Source: an optimization exercise on an open RTL-to-GDS flow (aim: small area). Production flows keep margins and buffers that such runs may drop. RTL that was checked went through simulation tests only; none was proved equivalent to the original. No activity file was given, so power comes from the tool's default toggle rates.

## oak
// fire_seek_mode_sequencer
module fire_seek_mode_sequencer (
    input  logic        i_clk,
    input  logic        i_rst_n,
    input  logic        i_in_valid,
    output logic        i_in_ready,
    input  logic        i_in_operation,
    input  logic [9:0]  i_in_distance_cm,
    input  logic [31:0] i_in_now_tick,
    input  logic [1:0]  i_in_random_pick,
    input  logic        i_cfg_valid,
    output logic        i_cfg_ready,
    input  logic [2:0]  i_cfg_index,
    input  logic [15:0] i_cfg_data,
    output logic        o_out_valid,
    input  logic        o_out_ready,
    output logic [7:0]  o_out_servo_angle,
    output logic [2:0]  o_out_motion,
    output logic        o_out_fan_on,
    output logic [2:0]  o_out_mode,
    output logic        o_out_fire_seen,
    output logic        o_out_fire_near
);
Size in the first run: roughly 190 flip-flops, about 89 I/O pins.
==> flow/config.mk <==
export PLATFORM = sky130hd
export DESIGN_NAME = fire_seek_mode_sequencer
export DESIGN_NICKNAME = fire_seek_mode_sequencer
export VERILOG_FILES = /design/flow/design.v
export SDC_FILE = /design/flow/constraint.sdc
export NUM_CORES = 4
export LEC_CHECK = 0
export ABC_AREA = 1
export CAP_MARGIN = 20
export CORE_MARGIN = 2
export CORE_UTILIZATION = 40
export SLEW_MARGIN = 20
==> flow/constraint.sdc <==
create_clock -name core_clock -period 10.0 [get_ports {i_clk}]
set_input_delay 2.0000 -clock core_clock [delete_from_list [all_inputs] [get_ports {i_clk}]]
set_output_delay 2.0000 -clock core_clock [all_outputs]
set_load 0.01 [all_outputs]
standard.sh (not shown) runs the stock make flow with config.mk's settings and CLKGATE_MAP_FILE= SYNTH_SCRIPT=/design/flow/synth_recipe.tcl, a recipe that flattens the netlist after the stock synthesis.
==> flow/flow/run.sh <==
#!/bin/bash
# Layout flow: the standard flow (standard synthesis unchanged), with two changes:
#  - ports are buffered with the smallest buffer instead of the default delay-buffer choice
#  - the clock tree uses clkbuf_8 buffers and no dummy load cells
# Each tool's full output stays in orfs/logs/ (ORFS writes one log per step), and the
# make output goes to flow.log in this folder.
set -uo pipefail
export BUFFER_PORTS_ARGS="-buffer_cell sky130_fd_sc_hd__buf_1"
export CTS_ARGS="-sink_clustering_enable -repair_clock_nets -buf_list sky130_fd_sc_hd__clkbuf_8 -dont_use_dummy_load"
bash standard.sh finish > flow.log 2>&1
rc=$?
tail -20 flow.log
exit $rc
Modified inputs, pine compared to oak
--- a/flow/design.v
+++ b/flow/design.v
@@ -33,12 +33,15 @@
     logic        r_sweep_up;
     logic [9:0]  r_range;
     logic [1:0]  r_pick;       
     logic        r_fresh;      
     logic [31:0] r_patrol_dl;
     logic [31:0] r_timer;      
+    logic        r_patrol_k;
+    logic        r_timer_k;
+    logic        ref_k;
     logic        r_seen;
     logic        r_near;
     logic        is_patrol, is_pause, is_turn, is_app, is_fan;
     logic        seen, near, lost, far, lost_r;
     logic [31:0] ref_tick, sum;
     logic [15:0] len, addend;
@@ -78,12 +81,13 @@
     assign lost    = lt10n(i_detect_limit, r_range);
     assign far     = lt10n(i_stop_limit, r_range);
     assign seen    = !(i_operation ? lost : lt10n(i_detect_limit, i_distance_cm));
     assign near    = !(i_operation ? far  : lt10n(i_stop_limit, i_distance_cm));
     assign lost_r  = lost;
     assign ref_tick = is_patrol ? (r_fresh ? 32'd0 : r_patrol_dl) : r_timer;
+    assign ref_k    = is_patrol ? (!r_fresh && r_patrol_k) : r_timer_k;
     assign len      = is_pause ? i_pause_len : i_fan_max;
     logic [31:0] nx;
     logic [31:0] cc;       
     logic [15:0] cs, ck;   
     logic [16:0] ce;       
     logic        d31, done_lo, hi_zero;
@@ -94,13 +98,12 @@
     assign cp = i_now_tick ^ nx;
     assign cg = i_now_tick & nx;
     for (genvar i = 0; i < 31; i++) begin : g_cc
         assign cc[i+1] = cg[i] | (cp[i] & cc[i]);
     end
     assign d31 = i_now_tick[31] ^ nx[31] ^ cc[31];
-    assign due = !d31;
     for (genvar i = 0; i < 16; i++) begin : g_cs
         assign cs[i] = i_now_tick[i] ^ nx[i] ^ ~len[i];
         assign ck[i] = (i_now_tick[i] & nx[i]) | (i_now_tick[i] & ~len[i]) | (nx[i] & ~len[i]);
     end
     assign ce[1:0] = 2'b00;
     assign ce[2]   = cs[1] | ck[0];
@@ -111,27 +114,25 @@
     logic [15:0] hq, hm;
     assign hq = i_now_tick[31:16] ^ ref_tick[31:16];
     assign hm[0] = 1'b1;
     for (genvar i = 1; i < 16; i++) begin : g_hm
         assign hm[i] = hm[i-1] & ref_tick[15+i];
     end
-    assign hi_zero = cc[16] ? (hq == 16'd0) : (hq == hm);
+    logic z15;
+    assign z15     = cc[16] ? (hq[14:0] == 15'd0) : (hq[14:0] == hm[14:0]);
+    assign hi_zero = z15 && (hq[15] == (cc[16] ? 1'b0 : hm[15]));
+    assign due = !(d31 ^ (ref_k && z15));
     assign done = !hi_zero || done_lo;
     assign addend = (is_patrol && lost_r) ? i_patrol_period : (is_pause ? i_turn_len : 16'd0);
     logic [16:0] ac;
-    logic [15:0] ap;
     assign ac[0] = 1'b0;
     for (genvar i = 0; i < 16; i++) begin : g_add
         assign sum[i]  = i_now_tick[i] ^ addend[i] ^ ac[i];
         assign ac[i+1] = (i_now_tick[i] & addend[i]) | (i_now_tick[i] & ac[i]) | (addend[i] & ac[i]);
     end
-    assign ap[0] = 1'b1;
-    for (genvar i = 1; i < 16; i++) begin : g_inc
-        assign ap[i] = ap[i-1] & i_now_tick[15+i];
-    end
-    assign sum[31:16] = i_now_tick[31:16] ^ ({16{ac[16]}} & ap);
+    assign sum[31:16] = i_now_tick[31:16];
     logic [4:0] a5c;
     logic [6:0] a5;
     assign a5[1:0] = r_tens[1:0];
     assign a5[2]   = r_tens[2] ^ r_tens[0];
     assign a5c[2]  = r_tens[2] & r_tens[0];
     assign a5[3]   = r_tens[3] ^ r_tens[1] ^ a5c[2];
@@ -221,16 +222,20 @@
     end
     always_ff @(posedge i_clk) begin
         if (i_accept && i_operation) begin
             if (is_patrol && lost && due) begin
                 r_pick      <= i_random_pick;
                 r_patrol_dl <= sum;
+                r_patrol_k  <= ac[16];
             end
             if ((is_patrol && !lost) || (is_pause && !lost && done && (sec_r || sec_l))
                 || (is_app && !lost && !far))
-                r_timer <= sum;
+            begin
+                r_timer   <= sum;
+                r_timer_k <= ac[16];
+            end
         end
     end
     always_ff @(posedge i_clk) begin
         if (i_accept) begin
             r_seen <= seen;
             r_near <= near;
### Flow results
- Summary of pine over oak: wire length has remained practically unchanged; worst hold slack after final layout has increased.
- The higher clock skew came out of oak.
- X dimension of the die was lower in pine than in oak.
- The sum of negative setup slack of oak and that of pine are within noise of each other.
- Going from oak to pine, clock power flat, power grew by 0.099 mW, number of global-route vias before repair essentially unchanged.
- oak → pine: antenna diode count went down, post-route minimum period went down.

---

The RTL this note starts from:
==> flow/design.v <==
module fsms_core (
    input  logic        i_clk,
    input  logic        i_rst_n,
    input  logic        i_accept,
    input  logic        i_operation,
    input  logic [9:0]  i_distance_cm,
    input  logic [31:0] i_now_tick,
    input  logic [1:0]  i_random_pick,
    input  logic [9:0]  i_detect_limit,
    input  logic [9:0]  i_stop_limit,
    input  logic [15:0] i_patrol_period,
    input  logic [15:0] i_fan_max,
    input  logic [15:0] i_pause_len,
    input  logic [15:0] i_turn_len,
    input  logic [7:0]  i_right_sector,
    input  logic [7:0]  i_left_sector,
    output logic [7:0]  o_servo_angle,
    output logic [2:0]  o_motion,
    output logic        o_fan_on,
    output logic [2:0]  o_mode,
    output logic        o_fire_seen,
    output logic        o_fire_near
);
    localparam logic [2:0] MODE_PATROL   = 3'd0;
    localparam logic [2:0] MODE_PAUSE    = 3'd1;
    localparam logic [2:0] MODE_TURN     = 3'd2;
    localparam logic [2:0] MODE_APPROACH = 3'd3;
    localparam logic [2:0] MODE_FAN      = 3'd4;
    logic [2:0]  r_mode;
    logic        r_flag;       
    logic        r_scan;
    logic [4:0]  r_tens;       
    logic        r_sweep_up;
    logic [9:0]  r_range;
    logic [1:0]  r_pick;       
    logic        r_fresh;      
    logic [31:0] r_patrol_dl;
    logic [31:0] r_timer;      
    logic        r_seen;
    logic        r_near;
    logic        is_patrol, is_pause, is_turn, is_app, is_fan;
    logic [9:0]  n_range;
    logic        seen, near, lost, far, lost_r;
    logic [31:0] ref_tick, sum;
    logic [15:0] len, addend;
    logic        due, done;
    logic [7:0]  angle;
    logic        sec_r, sec_l;
    logic        hold90;
    function automatic logic geq10(input logic [9:0] a, input logic [9:0] b);
        logic c;
        c = 1'b1;
        for (int i = 0; i < 10; i++) c = (a[i] & ~b[i]) | (a[i] & c) | (~b[i] & c);
        geq10 = c;
    endfunction
    function automatic logic geq8(input logic [7:0] a, input logic [7:0] b);
        logic c;
        c = 1'b1;
        for (int i = 0; i < 8; i++) c = (a[i] & ~b[i]) | (a[i] & c) | (~b[i] & c);
        geq8 = c;
    endfunction
    assign is_patrol = (r_mode == MODE_PATROL);
    assign is_pause  = !r_mode[2] && !r_mode[1] && r_mode[0];
    assign is_turn   = r_mode[1] && !r_mode[0];
    assign is_app    = r_mode[1] && r_mode[0];
    assign is_fan    = r_mode[2];
    assign n_range = i_operation ? r_range : i_distance_cm;
    assign seen    = geq10(i_detect_limit, n_range);
    assign near    = geq10(i_stop_limit, n_range);
    assign lost    = !seen;
    assign far     = !near;
    assign lost_r  = !geq10(i_detect_limit, r_range);
    assign ref_tick = is_patrol ? (r_fresh ? 32'd0 : r_patrol_dl) : r_timer;
    assign len      = is_pause ? i_pause_len : i_fan_max;
    logic [31:0] nx;
    logic [31:0] cc;       
    logic [15:0] cs, ck;   
    logic [16:0] ce;       
    logic        d31, done_lo, hi_zero;
    logic [15:0] hx, ho;
    assign nx = ~ref_tick;
    assign cc[0] = 1'b1;
    for (genvar i = 0; i < 31; i++) begin : g_cc
        assign cc[i+1] = (i_now_tick[i] & nx[i]) | (i_now_tick[i] & cc[i]) | (nx[i] & cc[i]);
    end
    assign d31 = i_now_tick[31] ^ nx[31] ^ cc[31];
    assign due = !d31;
    for (genvar i = 0; i < 16; i++) begin : g_cs
        assign cs[i] = i_now_tick[i] ^ nx[i] ^ ~len[i];
        assign ck[i] = (i_now_tick[i] & nx[i]) | (i_now_tick[i] & ~len[i]) | (nx[i] & ~len[i]);
    end
    assign ce[1:0] = 2'b00;
    assign ce[2]   = cs[1] | ck[0];
    for (genvar i = 2; i < 16; i++) begin : g_ce
        assign ce[i+1] = (cs[i] & ck[i-1]) | (cs[i] & ce[i]) | (ck[i-1] & ce[i]);
    end
    assign done_lo = cc[16] ? (ck[15] & ce[16]) : (ck[15] | ce[16]);
    assign hx = i_now_tick[31:16] ^ nx[31:16];
    assign ho = i_now_tick[31:16] | nx[31:16];
    assign hi_zero = (cc[16] == hx[0]) && ((hx[15:1] ~^ ho[14:0]) == 15'h7fff);
    assign done = !hi_zero || done_lo;
    assign addend = (is_patrol && lost_r) ? i_patrol_period : (is_pause ? i_turn_len : 16'd0);
    logic [16:0] ac;
    logic [15:0] ap;
    assign ac[0] = 1'b0;
    for (genvar i = 0; i < 16; i++) begin : g_add
        assign sum[i]  = i_now_tick[i] ^ addend[i] ^ ac[i];
        assign ac[i+1] = (i_now_tick[i] & addend[i]) | (i_now_tick[i] & ac[i]) | (addend[i] & ac[i]);
    end
    assign ap[0] = 1'b1;
    for (genvar i = 1; i < 16; i++) begin : g_inc
        assign ap[i] = ap[i-1] & i_now_tick[15+i];
    end
    assign sum[31:16] = i_now_tick[31:16] ^ ({16{ac[16]}} & ap);
    assign angle = {r_tens, 3'b000} + {2'b00, r_tens, 1'b0};
    assign sec_r = !geq8(angle, i_right_sector);
    assign sec_l = !geq8(i_left_sector, angle);
    assign hold90 = is_fan || (is_app && r_flag);
    always_ff @(posedge i_clk) begin
        if (!i_rst_n) begin
            r_mode     <= MODE_PATROL;
            r_flag     <= 1'b0;
            r_scan     <= 1'b1;
            r_tens     <= 5'd0;
            r_sweep_up <= 1'b1;
            r_range    <= 10'd999;
            r_fresh    <= 1'b1;
        end else if (i_accept) begin
            if (i_operation) begin
                case (r_mode)
                    MODE_PATROL: begin
                        r_scan <= lost;
                        if (lost) begin
                            r_flag <= due || !r_fresh;
                            if (due) r_fresh <= 1'b0;
                        end else begin
                            r_flag <= 1'b0;
                            r_mode <= MODE_PAUSE;
                        end
                    end
                    MODE_PAUSE: begin
                        if (lost) begin
                            r_mode <= MODE_PATROL;
                        end else if (done) begin
                            r_flag <= sec_r;
                            r_mode <= (sec_r || sec_l) ? MODE_TURN : MODE_APPROACH;
                        end
                    end
                    MODE_TURN: begin
                        if (lost || due) r_flag <= 1'b0;
                        if (lost) r_mode <= MODE_PATROL;
                        else if (due) r_mode <= MODE_APPROACH;
                    end
                    MODE_APPROACH: begin
                        r_flag <= !lost && far;
                        if (lost) begin
                            r_scan <= 1'b1;
                            r_mode <= MODE_PATROL;
                        end else if (!far) begin
                            r_mode <= MODE_FAN;
                        end
                    end
                    default: begin
                        if (done || lost) begin
                            r_scan <= 1'b1;
                            r_mode <= MODE_PATROL;
                        end
                    end
                endcase
            end else begin
                r_range <= i_distance_cm;
                if (r_scan) begin
                    if (r_sweep_up) begin
                        if (r_tens >= 5'd17) begin
                            r_tens     <= 5'd18;
                            r_sweep_up <= 1'b0;
                        end else begin
                            r_tens <= r_tens + 5'd1;
                        end
                    end else begin
                        if (r_tens <= 5'd1) begin
                            r_tens     <= 5'd0;
                            r_sweep_up <= 1'b1;
                        end else begin
                            r_tens <= r_tens - 5'd1;
                        end
                    end
                end else if (hold90) begin
                    r_tens <= 5'd9;
                end
            end
        end
    end
    always_ff @(posedge i_clk) begin
        if (i_accept && i_operation) begin
            if (is_patrol && lost && due) begin
                r_pick      <= i_random_pick;
                r_patrol_dl <= sum;
            end
            if ((is_patrol && !lost) || (is_pause && !lost && done && (sec_r || sec_l))
                || (is_app && !lost && !far))
                r_timer <= sum;
        end
    end
    always_ff @(posedge i_clk) begin
        if (i_accept) begin
            r_seen <= seen;
            r_near <= near;
        end
    end
    assign o_servo_angle = angle;
    assign o_mode        = r_mode;
    assign o_fan_on      = is_fan;
    assign o_fire_seen   = r_seen;
    assign o_fire_near   = r_near;
    always_comb begin
        if (is_turn)      o_motion = r_flag ? 3'd4 : 3'd3;
        else if (!r_flag) o_motion = 3'd0;
        else if (is_app)  o_motion = 3'd5;
        else              o_motion = {1'b0, r_pick} + 3'd1;
    end
endmodule
module fire_seek_mode_sequencer (
    input  logic        i_clk,
    input  logic        i_rst_n,
    input  logic        i_in_valid,
    output logic        i_in_ready,
    input  logic        i_in_operation,
    input  logic [9:0]  i_in_distance_cm,
    input  logic [31:0] i_in_now_tick,
    input  logic [1:0]  i_in_random_pick,
    input  logic        i_cfg_valid,
    output logic        i_cfg_ready,
    input  logic [2:0]  i_cfg_index,
    input  logic [15:0] i_cfg_data,
    output logic        o_out_valid,
    input  logic        o_out_ready,
    output logic [7:0]  o_out_servo_angle,
    output logic [2:0]  o_out_motion,
    output logic        o_out_fan_on,
    output logic [2:0]  o_out_mode,
    output logic        o_out_fire_seen,
    output logic        o_out_fire_near
);
    logic [9:0]  r_detect_limit;
    logic [9:0]  r_stop_limit;
    logic [15:0] r_patrol_period;
    logic [15:0] r_fan_max;
    logic [15:0] r_pause_len;
    logic [15:0] r_turn_len;
    logic [7:0]  r_right_sector;
    logic [7:0]  r_left_sector;
    logic        r_out_valid;
    logic        in_acc;
    assign i_in_ready  = !r_out_valid || o_out_ready;
    assign in_acc      = i_in_valid && i_in_ready;
    assign i_cfg_ready = 1'b1;
    always_ff @(posedge i_clk) begin
        if (!i_rst_n) begin
            r_detect_limit  <= 10'd300;
            r_stop_limit    <= 10'd50;
            r_patrol_period <= 16'd3000;
            r_fan_max       <= 16'd5000;
            r_pause_len     <= 16'd300;
            r_turn_len      <= 16'd1308;
            r_right_sector  <= 8'd60;
            r_left_sector   <= 8'd120;
        end else if (i_cfg_valid) begin
            case (i_cfg_index)
                3'd0: r_detect_limit  <= i_cfg_data[9:0];
                3'd1: r_stop_limit    <= i_cfg_data[9:0];
                3'd2: r_patrol_period <= i_cfg_data;
                3'd3: r_fan_max       <= i_cfg_data;
                3'd4: r_pause_len     <= i_cfg_data;
                3'd5: r_turn_len      <= i_cfg_data;
                3'd6: r_right_sector  <= i_cfg_data[7:0];
                default: r_left_sector <= i_cfg_data[7:0];
            endcase
        end
    end
    always_ff @(posedge i_clk) begin
        if (!i_rst_n)         r_out_valid <= 1'b0;
        else if (in_acc)      r_out_valid <= 1'b1;
        else if (o_out_ready) r_out_valid <= 1'b0;
    end
    fsms_core u_core (
        .i_clk           (i_clk),
        .i_rst_n         (i_rst_n),
        .i_accept        (in_acc),
        .i_operation     (i_in_operation),
        .i_distance_cm   (i_in_distance_cm),
        .i_now_tick      (i_in_now_tick),
        .i_random_pick   (i_in_random_pick),
        .i_detect_limit  (r_detect_limit),
        .i_stop_limit    (r_stop_limit),
        .i_patrol_period (r_patrol_period),
        .i_fan_max       (r_fan_max),
        .i_pause_len     (r_pause_len),
        .i_turn_len      (r_turn_len),
        .i_right_sector  (r_right_sector),
        .i_left_sector   (r_left_sector),
        .o_servo_angle   (o_out_servo_angle),
        .o_motion        (o_out_motion),
        .o_fan_on        (o_out_fan_on),
        .o_mode          (o_out_mode),
        .o_fire_seen     (o_out_fire_seen),
        .o_fire_near     (o_out_fire_near)
    );
    assign o_out_valid = r_out_valid;
endmodule
clock: 10.0 ns
lec_check: 0
cap_margin: 20
core_margin: 2
core_utilization: 40
cts_buf_list: sky130_fd_sc_hd__clkbuf_8
slew_margin: 20
run.sh (not shown) runs the stock make flow with config.mk's settings and CLKGATE_MAP_FILE= SYNTH_SCRIPT=/design/flow/synth_recipe.tcl, a recipe that flattens the netlist after the stock synthesis.
Stock flow here: none of the scripts above is used.
==> next run, changes <==
--- a/flow/design.v
+++ b/flow/design.v
@@ -253,32 +253,31 @@
     logic        r_out_valid;
     logic        in_acc;
     assign i_in_ready  = !r_out_valid || o_out_ready;
     assign in_acc      = i_in_valid && i_in_ready;
     assign i_cfg_ready = 1'b1;
+    logic [15:0] d_lo, d_hi;
+    logic [7:0]  cfg_we;
+    assign d_lo = i_cfg_data & {16{i_rst_n}};
+    assign d_hi = i_cfg_data | {16{!i_rst_n}};
+    always_comb begin
+        for (int k = 0; k < 8; k++)
+            cfg_we[k] = !i_rst_n || (i_cfg_valid && i_cfg_index == 3'(k));
+    end
+    function automatic logic [15:0] dsel(input logic [15:0] def, input logic [15:0] lo,
+                                         input logic [15:0] hi);
+        dsel = (hi & def) | (lo & ~def);
+    endfunction
     always_ff @(posedge i_clk) begin
-        if (!i_rst_n) begin
-            r_detect_limit  <= 10'd300;
-            r_stop_limit    <= 10'd50;
-            r_patrol_period <= 16'd3000;
-            r_fan_max       <= 16'd5000;
-            r_pause_len     <= 16'd300;
-            r_turn_len      <= 16'd1308;
-            r_right_sector  <= 8'd60;
-            r_left_sector   <= 8'd120;
-        end else if (i_cfg_valid) begin
-            case (i_cfg_index)
-                3'd0: r_detect_limit  <= i_cfg_data[9:0];
-                3'd1: r_stop_limit    <= i_cfg_data[9:0];
-                3'd2: r_patrol_period <= i_cfg_data;
-                3'd3: r_fan_max       <= i_cfg_data;
-                3'd4: r_pause_len     <= i_cfg_data;
-                3'd5: r_turn_len      <= i_cfg_data;
-                3'd6: r_right_sector  <= i_cfg_data[7:0];
-                default: r_left_sector <= i_cfg_data[7:0];
-            endcase
-        end
+        if (cfg_we[0]) r_detect_limit  <= dsel(16'd300,  d_lo, d_hi) & 16'h03ff;
+        if (cfg_we[1]) r_stop_limit    <= dsel(16'd50,   d_lo, d_hi) & 16'h03ff;
+        if (cfg_we[2]) r_patrol_period <= dsel(16'd3000, d_lo, d_hi);
+        if (cfg_we[3]) r_fan_max       <= dsel(16'd5000, d_lo, d_hi);
+        if (cfg_we[4]) r_pause_len     <= dsel(16'd300,  d_lo, d_hi);
+        if (cfg_we[5]) r_turn_len      <= dsel(16'd1308, d_lo, d_hi);
+        if (cfg_we[6]) r_right_sector  <= dsel(16'd60,   d_lo, d_hi) & 16'h00ff;
+        if (cfg_we[7]) r_left_sector   <= dsel(16'd120,  d_lo, d_hi) & 16'h00ff;
     end
     always_ff @(posedge i_clk) begin
         if (!i_rst_n)         r_out_valid <= 1'b0;
         else if (in_acc)      r_out_valid <= 1'b1;
         else if (o_out_ready) r_out_valid <= 1'b0;
Result: Synthesized area came out lower by 1.8%; final area came out lower by 0.49%; worst setup slack barely changes; critical path depth stays the same; global-route usage came out lower by 1.9 points; die area came out lower by 1.8%.
For the first run of this note, only the layout was checked, not whether the RTL still works.

port drivers added, routing unchanged:
In the flow no input, the clock included, has a driving cell. The finished layouts below were timed again as built, in two steps. Step 1, drivers: a clkbuf_16 drives i_clk and a buf_2 each remaining input, both assumed. Step 2, shift: input delay + t, output delay - t, t = (earliest + latest rising clock arrival at the registers) / 2. This alone moves slack from input paths to output paths. Slacks: no drivers / after step 1 / after step 2; pairs: no drivers / after step 1.
run	shift t [ns]	setup WS [ns]	worst data-port slew with drivers (ns)	pins driven straight from the clock port
oak	0.490	0.575 / 0.575 / 0.357	0.09	1
pine	0.493	1.772 / 1.772 / 1.746	0.07	1
the first run of note 2	0.514	0.364 / 0.364 / 0.364	0.07	1
the second run of note 2	0.509	0.366 / 0.367 / 0.367	0.07	1
After both steps every run listed still meets setup and hold. For oak, which loses most, drivers alone change the setup slack by 0.000 ns; drivers and shift together by -0.218 ns.
